Source: an optimization exercise on an open RTL-to-GDS flow (aim: small area). Production flows keep margins and buffers that such runs may drop. The RTL was checked by simulation tests, not by an equivalence proof against the original design. Power figures rest on the tool's default switching activity, not on a simulated workload.

[flow/config.mk]
export PLATFORM = sky130hd
export DESIGN_NAME = reg_bank_shadowed
export DESIGN_NICKNAME = reg_bank_shadowed
export VERILOG_FILES = /design/flow/design.v
export SDC_FILE = /design/flow/constraint.sdc
export NUM_CORES = 4
export LEC_CHECK = 0
export CAP_MARGIN = 20
export CORE_MARGIN = 2
export CORE_UTILIZATION = 35
export SLEW_MARGIN = 20
[flow/constraint.sdc]
create_clock -name core_clock -period 4.5 [get_ports {clk}]
set_input_delay 0.9000 -clock core_clock [delete_from_list [all_inputs] [get_ports {clk}]]
set_output_delay 0.9000 -clock core_clock [all_outputs]
set_load 0.01 [all_outputs]
[flow/run.sh]
#!/bin/bash
# synth_recipe.tcl (not shown) runs the flow's synth.tcl, then flattens the netlist and writes it again
# the make line also repeats each setting of config.mk as NAME=value (left out here)
make -C /OpenROAD-flow-scripts/flow DESIGN_CONFIG=/design/flow/config.mk WORK_HOME=/design/flow/orfs CLKGATE_MAP_FILE= SYNTH_SCRIPT=/design/flow/synth_recipe.tcl finish
[flow/design.v]
package reg_bank_pkg;
    typedef enum logic {
        IDLE,
        ARMED
    } commit_state_t;
    typedef enum logic [1:0] {
        REG_RO,
        REG_RW,
        REG_OOR
    } region_t;
    function automatic region_t decode_region(
        input int unsigned addr,
        input int unsigned ro_depth,
        input int unsigned rw_depth
    );
        if (addr < ro_depth) begin
            decode_region = reg_bank_pkg::REG_RO;
        end else if (addr < ro_depth + rw_depth) begin
            decode_region = reg_bank_pkg::REG_RW;
        end else begin
            decode_region = reg_bank_pkg::REG_OOR;
        end
    endfunction
endpackage
module reg_bank_commit_fsm
#(
    parameter int unsigned COMMIT_MODE = 0
) (
    input  logic clk,
    input  logic rst,
    input  logic commit_req,
    input  logic frame_start,
    output logic copy_en,
    output logic commit_pending,
    output logic commit_done
);
    reg_bank_pkg::commit_state_t state_q;
    logic          pending_q;
    logic          done_q;
    always_comb begin
        copy_en = 1'b0;
        if (COMMIT_MODE == 0) begin
            copy_en = (state_q == reg_bank_pkg::ARMED) && frame_start;
        end else begin
            copy_en = (state_q == reg_bank_pkg::IDLE) && commit_req;
        end
    end
    always_ff @(posedge clk) begin
        if (rst) begin
            state_q   <= reg_bank_pkg::IDLE;
            pending_q <= 1'b0;
            done_q    <= 1'b0;
        end else begin
            done_q <= copy_en;
            unique case (state_q)
                reg_bank_pkg::IDLE: begin
                    if (COMMIT_MODE == 0 && commit_req) begin
                        state_q   <= reg_bank_pkg::ARMED;
                        pending_q <= 1'b1;
                    end
                end
                reg_bank_pkg::ARMED: begin
                    if (frame_start) begin
                        state_q   <= reg_bank_pkg::IDLE;
                        pending_q <= 1'b0;
                    end
                end
            endcase
        end
    end
    assign commit_pending = pending_q;
    assign commit_done    = done_q;
endmodule
module reg_bank_shadowed
#(
    parameter int unsigned DATA_WIDTH   = 16,
    parameter int unsigned RO_DEPTH     = 128,
    parameter int unsigned RW_DEPTH     = 128,
    parameter int unsigned RO_CH        = 4,
    parameter int unsigned DP_CH        = 4,
    parameter int unsigned COMMIT_MODE  = 0,
    parameter int unsigned RW_RESET_VAL = 0
) (
    input  logic                        clk,
    input  logic                        rst,
    input  logic [$clog2(RO_DEPTH + RW_DEPTH)-1:0] mem_addr,
    input  logic [DATA_WIDTH-1:0]       mem_data_in,
    input  logic                        mem_we,
    input  logic                        mem_re,
    output logic [DATA_WIDTH-1:0]       mem_data_out,
    output logic                        mem_rvalid,
    output logic                        mem_err,
    input  logic [RO_CH*DATA_WIDTH-1:0] ro_in,
    input  logic                        commit_req,
    input  logic                        frame_start,
    output logic                        commit_pending,
    output logic                        commit_done,
    output logic [DP_CH*DATA_WIDTH-1:0] dp_out
);
    localparam int unsigned ADDR_W = $clog2(RO_DEPTH + RW_DEPTH);
    localparam int unsigned RW_IW  =
        (RW_DEPTH > 1) ? $clog2(RW_DEPTH) : 1;
    localparam logic [DATA_WIDTH-1:0] RST_W =
        DATA_WIDTH'(RW_RESET_VAL);
    if (RO_CH > RO_DEPTH) begin : g_bad_ro_ch
        $error("RO_CH must not exceed RO_DEPTH");
    end
    if (DP_CH > RW_DEPTH) begin : g_bad_dp_ch
        $error("DP_CH must not exceed RW_DEPTH");
    end
    if (RO_DEPTH < 1) begin : g_bad_ro_depth
        $error("RO_DEPTH must be at least 1");
    end
    if (RW_DEPTH < 1) begin : g_bad_rw_depth
        $error("RW_DEPTH must be at least 1");
    end
    logic [DATA_WIDTH-1:0] ro_w     [RO_CH];
    logic [DATA_WIDTH-1:0] shadow_q [RW_DEPTH];
    logic [DATA_WIDTH-1:0] active_q [DP_CH];
    logic [DATA_WIDTH-1:0] rdata_d;
    logic [DATA_WIDTH-1:0] rdata_q;
    logic                  rvalid_q;
    logic                  err_q;
    reg_bank_pkg::region_t               region;
    logic [RW_IW-1:0]      rw_idx;
    logic                  wr_ok;
    logic                  wr_err;
    logic                  rd_err;
    logic                  copy_en;
    for (genvar c = 0; c < RO_CH; c++) begin : g_ro
        assign ro_w[c] = ro_in[c*DATA_WIDTH +: DATA_WIDTH];
    end
    assign region = reg_bank_pkg::decode_region(32'(mem_addr), RO_DEPTH, RW_DEPTH);
    assign rw_idx = RW_IW'(mem_addr - ADDR_W'(RO_DEPTH));
    assign wr_ok  = mem_we && (region == reg_bank_pkg::REG_RW);
    assign wr_err = mem_we && (region != reg_bank_pkg::REG_RW);
    assign rd_err = mem_re && (region == reg_bank_pkg::REG_OOR);
    always_comb begin
        rdata_d = '0;
        unique case (region)
            reg_bank_pkg::REG_RO: begin
                for (int c = 0; c < int'(RO_CH); c++) begin
                    if (mem_addr == ADDR_W'(c)) begin
                        rdata_d = ro_w[c];
                    end
                end
            end
            reg_bank_pkg::REG_RW:  rdata_d = shadow_q[rw_idx];
            default: rdata_d = '0;
        endcase
    end
    always_ff @(posedge clk) begin
        if (rst) begin
            for (int i = 0; i < int'(RW_DEPTH); i++) begin
                shadow_q[i] <= RST_W;
            end
        end else if (wr_ok) begin
            shadow_q[rw_idx] <= mem_data_in;
        end
    end
    always_ff @(posedge clk) begin
        if (rst) begin
            for (int i = 0; i < int'(DP_CH); i++) begin
                active_q[i] <= RST_W;
            end
        end else if (copy_en) begin
            for (int i = 0; i < int'(DP_CH); i++) begin
                active_q[i] <= shadow_q[i];
            end
        end
    end
    always_ff @(posedge clk) begin
        if (rst) begin
            rdata_q  <= '0;
            rvalid_q <= 1'b0;
            err_q    <= 1'b0;
        end else begin
            rvalid_q <= mem_re;
            err_q    <= rd_err || wr_err;
            if (mem_re) begin
                rdata_q <= rdata_d;
            end
        end
    end
    assign mem_data_out = rdata_q;
    assign mem_rvalid   = rvalid_q;
    assign mem_err      = err_q;
    for (genvar d = 0; d < DP_CH; d++) begin : g_dp
        assign dp_out[d*DATA_WIDTH +: DATA_WIDTH] = active_q[d];
    end
    reg_bank_commit_fsm #(
        .COMMIT_MODE (COMMIT_MODE)
    ) u_commit (
        .clk            (clk),
        .rst            (rst),
        .commit_req     (commit_req),
        .frame_start    (frame_start),
        .copy_en        (copy_en),
        .commit_pending (commit_pending),
        .commit_done    (commit_done)
    );
endmodule
==> summary.txt <==
-- worst max path at each step --
stage	to	depth (start not counted)	slack, ps	from
6_report	rdata_q[4]$_SDFFE_PP0P_	11	640	mem_addr[2]
5_1_grt	rdata_q[4]$_SDFFE_PP0P_	11	780	mem_addr[2]
4_1_cts	rdata_q[4]$_SDFFE_PP0P_	10	910	mem_addr[0]
3_5_place_dp	rdata_q[4]$_SDFFE_PP0P_	10	-30	mem_addr[0]
3_3_place_gp	rdata_q[10]$_SDFFE_PP0P_	10	-280	mem_addr[0]
2_1_floorplan	shadow_q[124][0]$_SDFFCE_PN0P_	10	1230	mem_addr[1]
-- power groups by stage --
stage	combinational, mW	sequential, mW	clock [mW]
after CTS	3.87	23.1	18.8
final	3.96	23.1	18.8
after floorplan	1.86	23.3	0
after global routing	4.02	23.1	19.6
after detailed placement	3.86	23.5	0
after global placement	3.85	23.4	0
-- critical path, delay by kind of cell --
family	cells	cell delay (ps)
AND/OR/NAND/NOR	1	140
buffers and inverters	4	1170
multiplexers	1	490
AO/OA/AOI/OAI	5	1800
-- cells in the final DEF, fill, tap and decap left out, types with 36 or more instances in the layout --
master and instances:
a221oi_1 297, o21ai_0 122, and2_1 2054, a22o_1 100, mux4_2 132, mux2i_1 164, buf_4 428, nor2_1 263
buf_12 58, dfxtp_1 85, o211ai_1 36, a22oi_1 165, clkinv_1 64, a21oi_1 144, mux2_2 152, o22ai_1 36
clkdlybuf4s50_1 154, clkbuf_16 226, clkbuf_1 49, edfxtp_1 2048, or2_2 131, nand2_1 113
-- cells by family after synthesis --
| group | after synthesis | synth area share, % |
|---|---|---|
| compound gates | 1104 | 8.57 |
| buf+inv | 712 | 3.10 |
| flops | 2133 | 65.2 |
| mux | 448 | 6.53 |
| simple gates | 2722 | 16.6 |
-- registers in the layout, indices dropped and copies added, names as in the netlist --
| register | flops |
|---|---|
| err_q | 1 |
| u_commit.state_q | 1 |
| shadow_q | 2048 |
| rvalid_q | 1 |
| u_commit.done_q | 1 |
| u_commit.pending_q | 1 |
| dp_out | 64 |
| rdata_q | 16 |
-- cell usage after synthesis, drive strengths merged (6+ instances only) --
library cell and instances:
dfxtp 85, nor3b 6, or2 131, a22oi 165
o22ai 36, clkbuf 515, inv 8, a221o 27
mux2 152, nor2 269, nor2b 12, nand2b 9
and2 2057, o221ai 23, mux2i 164, nand2 113
a22o 100, a41oi 7, o21ai 122, mux4 132
edfxtp 2048, buf 187, o211ai 36, nand3 31
a211oi 15, nor4 10, a221oi 297, o2bb2ai 26
a2111oi 13, nand4 17, o2111ai 7, a21oi 145
a31oi 17, nor3 31, o31ai 10
-- cell type report --
class                      instances  area [um2]  share of cell area (%)
timing repair buffer             646        5990                    5.34
multi-input combinational       4274       30900                    27.5
clock buffer                     282        5940                    5.29
inverter                           9        45.0                  0.0401
sequential                      2133       63200                    56.3
antenna                           21        52.6                  0.0468
tap                             3705        4640                    4.13
clock inverter                   141        1460                    1.30
-- metrics by stage --
stage / hold WS, ps / power (mW) / worst slack [ps] / setup TNS, ps
global route: 493 / 46.8 / 778 / 0
floorplan: 455 / 25.2 / 1230 / 0
CTS: 482 / 45.8 / 905 / 0
detailed placement: 466 / 27.3 / -29.3 / -29.3
finish: 478 / 45.8 / 640 / 0
global placement: 448 / 27.3 / -276 / -295
-- per-layer routing --
| metal | vias to the layer above | part of all wire (%) | GRT usage [%] |
|---|---|---|---|
| met3 | 762 | 11 | 5.55 |
| li1 | 26700 | - | - |
| met1 | 33500 | 39 | 34.5 |
| met4 | 12 | 5.3 | 12.2 |
| met5 | - | 0.024 | 0 |
| met2 | 4240 | 45 | 38.4 |
==> summary.txt <==
* Worst r2r src: shadow_q[41][4]$_SDFFCE_PN0P_
* Clk slew on worst S/H paths at ~60 ps
* Via count at approximately 65000
* Post-synth top area cell: edfxtp_1
* Hold Crit Depth at 1
* Seq cells post-synth at 2133
* Power Dens Cells at just over 400 mW/mm2
* Worst r2r dst: rdata_q[4]$_SDFFE_PP0P_
* Die Y at roughly 530 um
* Die width at roughly 530 um
* Fmax at 259 MHz
* Ys async rst share at 0%
* CTS tree: yes
* Synth Instances at slightly above 7000
* H-tree levels at 4
* Pint at around 34 mW
* Area grow syn2layout at 15.7%
* Cell area after synthesis at ~0.097 mm2
* Core area at 0.276 mm2
* Fin Clk Skew at roughly 90 ps
* Hold EP: dp_out[42]$_SDFFE_PP0P_
* Clock Tree Buf Depth at 3
* Clock sinks at approximately 2100
* CTS buffer count at 225
* CP dominant cell by count: buf_4
* Total Wirelength at ~360 mm
* Status: complete, no violations
* WS Path Type: in2reg
* Comb power frac at ~8.6%
* I/O Buffers at around 180
* Dpl cell area at 0.105 mm2
* Seq/Total Area, Yosys at between 60% and 70%
* Crit-path max FO at between 40 and 50
* Post-CTS setup repair buffer count at 0
* Slew Limit Fails at 0
* Worst slew pin tran at 1130 ps
* RSZ-0062 raised after global routing: no
* Initial Util at about a third
* Post-route clock period utilization at around 86%
* Slowest cell on the critical path: a221oi_1
* Max-capacitance violation count at 0
* Fill cells at ~25000
* Commonest register cell after synthesis: edfxtp_1
* 1st-pass router iterations at 6
* Detailed placer's ending HPWL at ~230 mm
* Switching power at 11.5 mW
* Reg2Reg Setup Slack at 1230 ps
* Top cells by area, synth: edfxtp_1 (63%), and2_1 (13%), mux4_2 (3.1%), a221oi_1 (2.7%), clkbuf_1 (2.0%)
* Fin crit period at approximately 3900 ps
* Reg2reg path depth at 8
* Endpoint type of the worst setup path: flop
* Largest net degree at the start of global routing at between 80 and 90
* Cells after DPL at between 10000 and 15000
* Vias in the first global route at around 63000
* Die area at between 0.2 and 0.3 mm2
* Initial DRC count at roughly 10000
* Core Util, Final at between 40% and 50%
* Yosys warns at 4
* ANT nets after route at 0
* Max_slew headroom at roughly a quarter
* Clk root buf: clkbuf_16
* Total track usage at between 20% and 30%
* Final hold vios at 0
* Vias per std cell at ~5.8
* Remaining DRCs at 0
* Initial antenna violation count at 31
* Share of the synthesized area in the top cell type at around 63%
* Worst vdd ir at about 0.36 mV
* Pleak at 38.9 nW
* Layout cells sized above 1 at 16.8%
* EDFF count, synth at 2048
* Final instance area at 0.112 mm2
* Sw frac at between 20% and 30%
* Routed len/inst at approximately 33 um
* Worst path max stage delay at between 800 and 900 ps
* Post-layout nets at between 7000 and 8000
* Avg Inst Size Synth at around 14 um2
* I/O Pins at between 150 and 200
* Finished Layout Cells at between 10000 and 15000
* Seq pwr share at roughly half
* Worst setup SP type: input port
* Std-Cell Rows at 193
* CTS resizes at 0
* Hold Path Class: reg2reg
* Final setup viols at 0
* Grt total ovfl at 0
* Synth unique cells at slightly below 80
* Hold Crit Start: dp_out[42]$_SDFFE_PP0P_
* GP Congestion at around 1.0
* Hold buffers post-CTS at 0
* Cell Chain, Critical Path: buf_8 > buf_4 > buf_12 > mux2i_1 > o2bb2ai_1 > a211oi_1 > nor4b_1 > a221oi_1 > buf_4 > o2111ai_1 > a221o_1
* Clock network power share at 41.0%
* CP Data Arrival Time at 4640 ps
* First-pass GRT wire length at just over 500 mm
* Post-Syn Nets at slightly above 7000
* Latest clock arrival within the worst-skew pair at ~930 ps
* Data required time of the worst path at 5280 ps

==> afterwards: timing with drivers on the ports <==
The results above use ideal ports. As a check the final layout listed here was re-extracted and re-timed, cells and wires unchanged.
Step 1 (the two cells are an assumption about what drives the block):
set clk [get_ports {clk}]
set_driving_cell -lib_cell sky130_fd_sc_hd__clkbuf_16 $clk
set_driving_cell -lib_cell sky130_fd_sc_hd__buf_2 [delete_from_list [all_inputs] $clk]
Step 2 times the ports against the registers' clock, not the clock port: input delays grow and output delays shrink by t, the midpoint of the rising clock arrivals with the driver on.
Slacks: ideal / step 1 / step 2; pairs: ideal / step 1.
shift t [ns]: 0.986
slack for setup (ns): 0.640 / 0.683 / -0.302
worst setup path after step 2: input to register
slew at the worst register clock pin (ns): 0.07 / 0.07
pins driven straight from the clock port: 1
Met with ideal ports but missed after step 2: setup timing in this run. For this run, drivers alone change the setup slack by +0.043 ns; drivers and shift together by -0.942 ns.
